Background: an optimization exercise with open tools, aiming at small area. Do not read the settings as production practice.
The RTL was checked by simulation tests, not by an equivalence proof against the original design.
Power and IR drop assume default switching activity.

job 8363:
## uart_mem_bridge
module uart_mem_bridge (
	input  logic         w_clk_div,
	input  logic         i_reset,
	input  logic         i_uart_rx,
	output logic         o_uart_tx,
	output logic         o_mem_cmd_en,
	output logic         o_mem_cmd_rd,
	output logic [2:0]   o_mem_bank,
	output logic [13:0]  o_mem_row,
	output logic [9:0]   o_mem_col,
	output logic [127:0] o_mem_wrdata,
	input  logic [127:0] i_mem_rddata,
	input  logic         i_mem_rddata_valid
);
==> flow/config.mk <==
export PLATFORM = sky130hd
export DESIGN_NAME = uart_mem_bridge
export DESIGN_NICKNAME = uart_mem_bridge
export VERILOG_FILES = /design/flow/design.v
export SDC_FILE = /design/flow/constraint.sdc
export NUM_CORES = 4
export LEC_CHECK = 0
export CAP_MARGIN = 20
export CORE_MARGIN = 2
export CORE_UTILIZATION = 40
export SLEW_MARGIN = 20
==> flow/constraint.sdc <==
create_clock -name core_clock -period 6.2 [get_ports {w_clk_div}]
set_input_delay 1.2400 -clock core_clock [delete_from_list [all_inputs] [get_ports {w_clk_div}]]
set_output_delay 1.2400 -clock core_clock [all_outputs]
set_load 0.01 [all_outputs]
standard.sh (not shown) runs the stock make flow with config.mk's settings and CLKGATE_MAP_FILE= SYNTH_SCRIPT=/design/flow/synth_recipe.tcl, a recipe that flattens the netlist after the stock synthesis.
==> flow/flow/run.sh <==
#!/bin/bash
# Standard ORFS layout (the standard.sh, unchanged synthesis, floorplan,
# power grid and routing) with two knobs the flow scripts read from the
# environment: the smallest buffer for the port buffers, and a clock tree
# without dummy loads built from small clock buffers.
set -euo pipefail
export BUFFER_PORTS_ARGS="-buffer_cell sky130_fd_sc_hd__buf_1"
export CTS_ARGS="-sink_clustering_enable -repair_clock_nets -dont_use_dummy_load -buf_list {sky130_fd_sc_hd__clkbuf_4 sky130_fd_sc_hd__clkbuf_8}"
bash standard.sh finish > make_finish.log 2>&1
In summary, job 8363 completed successfully, with a layout that passed the timing, DRC and antenna checks.
#### Input delta (job 1026 over job 8363)
==> flow/run.sh (new file) <==
#!/bin/bash
# synth_recipe.tcl (not shown) runs the flow's synth.tcl, then flattens the netlist and writes it again
# the make line also repeats each setting of config.mk as NAME=value (left out here)
make -C /OpenROAD-flow-scripts/flow DESIGN_CONFIG=/design/flow/config.mk WORK_HOME=/design/flow/orfs CLKGATE_MAP_FILE= SYNTH_SCRIPT=/design/flow/synth_recipe.tcl finish
removed: flow/flow/run.sh
removed: flow/standard.sh
[summary]
Peak per-stage delay on the critical path (job 1026 over job 8363): decrease, 50 ps. Changes observed in job 1026 relative to job 8363: combinational share of power picked up an extra 0.8 points; wire length of the first global-routing pass grew by about 4%; wire length on met1 +about 1.2%; clock buffer count in the final layout dropped 12. Going from job 8363 to job 1026, setup slack after placement has increased; design area shows an increase of about 12%; number of vias per cell dropped about 0.34%; clock share of power picked up an extra 5.1 points.
--- input diff job 1026..job 9884 ---
==> flow/flow/run.sh (new file) <==
#!/bin/bash
# Standard ORFS layout (the standard.sh, unchanged synthesis, floorplan,
# power grid and routing) with two knobs the flow scripts read from the
# environment: the smallest buffer for the port buffers, and a clock tree
# without dummy loads built from small clock buffers.
set -euo pipefail
export BUFFER_PORTS_ARGS="-buffer_cell sky130_fd_sc_hd__buf_1"
export CTS_ARGS="-sink_clustering_enable -repair_clock_nets -dont_use_dummy_load -buf_list {sky130_fd_sc_hd__clkbuf_8 sky130_fd_sc_hd__clkbuf_16} -sink_clustering_size 24 -sink_clustering_max_diameter 100"
bash standard.sh finish > make_finish.log 2>&1
==> flow/standard.sh (new file) <==
#!/bin/bash
# synth_recipe.tcl (not shown) runs the flow's synth.tcl, then flattens the netlist and writes it again
# the make line also repeats each setting of config.mk as NAME=value (left out here)
make -C /OpenROAD-flow-scripts/flow DESIGN_CONFIG=/design/flow/config.mk WORK_HOME=/design/flow/orfs CLKGATE_MAP_FILE= SYNTH_SCRIPT=/design/flow/synth_recipe.tcl "${@:-finish}"
removed: flow/run.sh
--- outcome ---
The worst hold slack of job 1026 and that of job 9884 are within noise of each other. Side by side, worst slew margin relative to its limit turned out higher in job 9884 than in job 1026. Summary of job 9884 over job 1026: routed length on met1 held; instance area after placement went down 1800 um2; filler cell count shows an increase of 260; number of vias per cell +0.44%; worst setup slack after layout rose by 34 ps. Side by side, largest net degree at the start of global routing turned out higher in job 9884 than in job 1026.
Changes in job 8246 relative to job 9884:
- CTS_BUF_LIST now sky130_fd_sc_hd__clkbuf_4, previously not set
==> flow/run.sh (new file) <==
#!/bin/bash
# synth_recipe.tcl (not shown) runs the flow's synth.tcl, then flattens the netlist and writes it again
# the make line also repeats each setting of config.mk as NAME=value (left out here)
make -C /OpenROAD-flow-scripts/flow DESIGN_CONFIG=/design/flow/config.mk WORK_HOME=/design/flow/orfs CLKGATE_MAP_FILE= SYNTH_SCRIPT=/design/flow/synth_recipe.tcl finish
removed: flow/flow/run.sh
removed: flow/standard.sh
--- outcome ---
Looking at pin count of the biggest net entering global routing, job 8246 sits below job 9884. On via count, job 9884 beats job 8246. Job 8246 vs. job 9884: depth of the CTS H-tree went up by 2.
The inputs of job 8326 differ from those of job 8246 as listed below.
- changing CORE_UTILIZATION from 40 to 65
- removing CTS_BUF_LIST (formerly sky130_fd_sc_hd__clkbuf_4)
==> flow/flow/run.sh (new file) <==
#!/bin/bash
# Standard ORFS layout (the standard.sh, unchanged synthesis, floorplan,
# power grid and routing) with two knobs the flow scripts read from the
# environment: the smallest buffer for the port buffers, and a clock tree
# without dummy loads built from small clock buffers.
set -euo pipefail
export BUFFER_PORTS_ARGS="-buffer_cell sky130_fd_sc_hd__buf_1"
export CTS_ARGS="-sink_clustering_enable -repair_clock_nets -dont_use_dummy_load -buf_list {sky130_fd_sc_hd__clkbuf_8 sky130_fd_sc_hd__clkbuf_16} -sink_clustering_size 24 -sink_clustering_max_diameter 100"
bash standard.sh finish > make_finish.log 2>&1
==> flow/standard.sh (new file) <==
#!/bin/bash
# synth_recipe.tcl (not shown) runs the flow's synth.tcl, then flattens the netlist and writes it again
# the make line also repeats each setting of config.mk as NAME=value (left out here)
make -C /OpenROAD-flow-scripts/flow DESIGN_CONFIG=/design/flow/config.mk WORK_HOME=/design/flow/orfs CLKGATE_MAP_FILE= SYNTH_SCRIPT=/design/flow/synth_recipe.tcl "${@:-finish}"
removed: flow/run.sh
==> comparison <==
Job 8326 went all the way through synthesis, placement and routing and the layout is clean on timing, DRC and antenna.
Compared to job 8246, job 8326 has relative max-transition margin 8.2 points lower.
Looking at job 8326 and job 8246, the total of max-cap violations is a wash.
Synthesis-to-finish area growth on job 8326 is down relative to job 8246.
Per the comparison of job 8326 with job 8246, final-layout non-clock buffer area share shows a reduction of 8.2 points, count of fill cells added during filler insertion shows a reduction of 53%, floorplan die width shows a reduction of 41 um, final cell count shows a reduction of about 18%.
Switching part of the total power: lower on job 8326
Wire: job 8326 routes less than job 8246
## Diff of input files: job 5050 against job 8326
- a change of CORE_UTILIZATION from 65 to 40
- a change of SLEW_MARGIN from 20 to 0
- a change of CAP_MARGIN from 20 to 0
--- a/flow/flow/run.sh
+++ b/flow/flow/run.sh
@@ -6,4 +6,4 @@
 set -euo pipefail
 export BUFFER_PORTS_ARGS="-buffer_cell sky130_fd_sc_hd__buf_1"
-export CTS_ARGS="-sink_clustering_enable -repair_clock_nets -dont_use_dummy_load -buf_list {sky130_fd_sc_hd__clkbuf_8 sky130_fd_sc_hd__clkbuf_16} -sink_clustering_size 24 -sink_clustering_max_diameter 100"
+export CTS_ARGS="-sink_clustering_enable -repair_clock_nets -dont_use_dummy_load -buf_list {sky130_fd_sc_hd__clkbuf_16} -sink_clustering_size 30 -sink_clustering_max_diameter 100"
 bash standard.sh finish > make_finish.log 2>&1
Results
Job 5050 against job 8326; weighted congestion at the end of routability-driven global placement is up by a few percent. From job 8326 to job 5050 the numbers moved as follows: clock-buffer cell count fell by 2, largest clock skew in the final design went up 15 ps, area of combinational cells with multiple inputs shows no meaningful change, TritonCTS buffer count decreased by 2 relative to the old numbers, routing usage on met2 fell 16 points. Going from job 8326 to job 5050, the die area was enlarged. Relative area change from synthesis to final layout, job 5050 and job 8326, higher one = job 5050. In the tables for job 5050 and job 8326, final cell area excluding filler cells reads higher with job 5050.

## afterwards: timing with drivers on the ports
In the flow no input, the clock included, has a driving cell. The finished layouts below were timed again as built, in two steps.
Step 1, drivers: a clkbuf_16 drives w_clk_div and a buf_2 each remaining input, both assumed.
Step 2 moves the port delays by t, midway between the first and last clock arrival at a register: inputs arrive t later, outputs are due t later. That takes back most of the time a late clock gives input paths.
a / b / c = ideal / step 1 / step 2; a / b = the first two.
run | t (ns) | setup WS [ns] | worst hold slack (ns) | worst setup path at the end | cell pins on the clock port's net
job 8363 | 0.617 | 1.524 / 1.475 / 2.092 | 0.397 / 0.397 / 0.397 | register to output | 1
job 1026 | 0.583 | 1.534 / 1.483 / 2.066 | 0.419 / 0.419 / 0.419 | register to output | 1
job 9884 | 0.578 | 1.568 / 1.517 / 2.094 | 0.417 / 0.417 / 0.417 | register to output | 1
job 8246 | 0.803 | 1.310 / 1.265 / 2.068 | 0.415 / 0.415 / 0.415 | register to output | 1
job 8326 | 0.561 | 1.628 / 1.575 / 2.136 | 0.430 / 0.430 / 0.430 | register to output | 1
job 5050 | 0.574 | 1.529 / 1.475 / 2.049 | 0.414 / 0.414 / 0.414 | register to output | 1
After both steps every run listed still meets setup and hold.
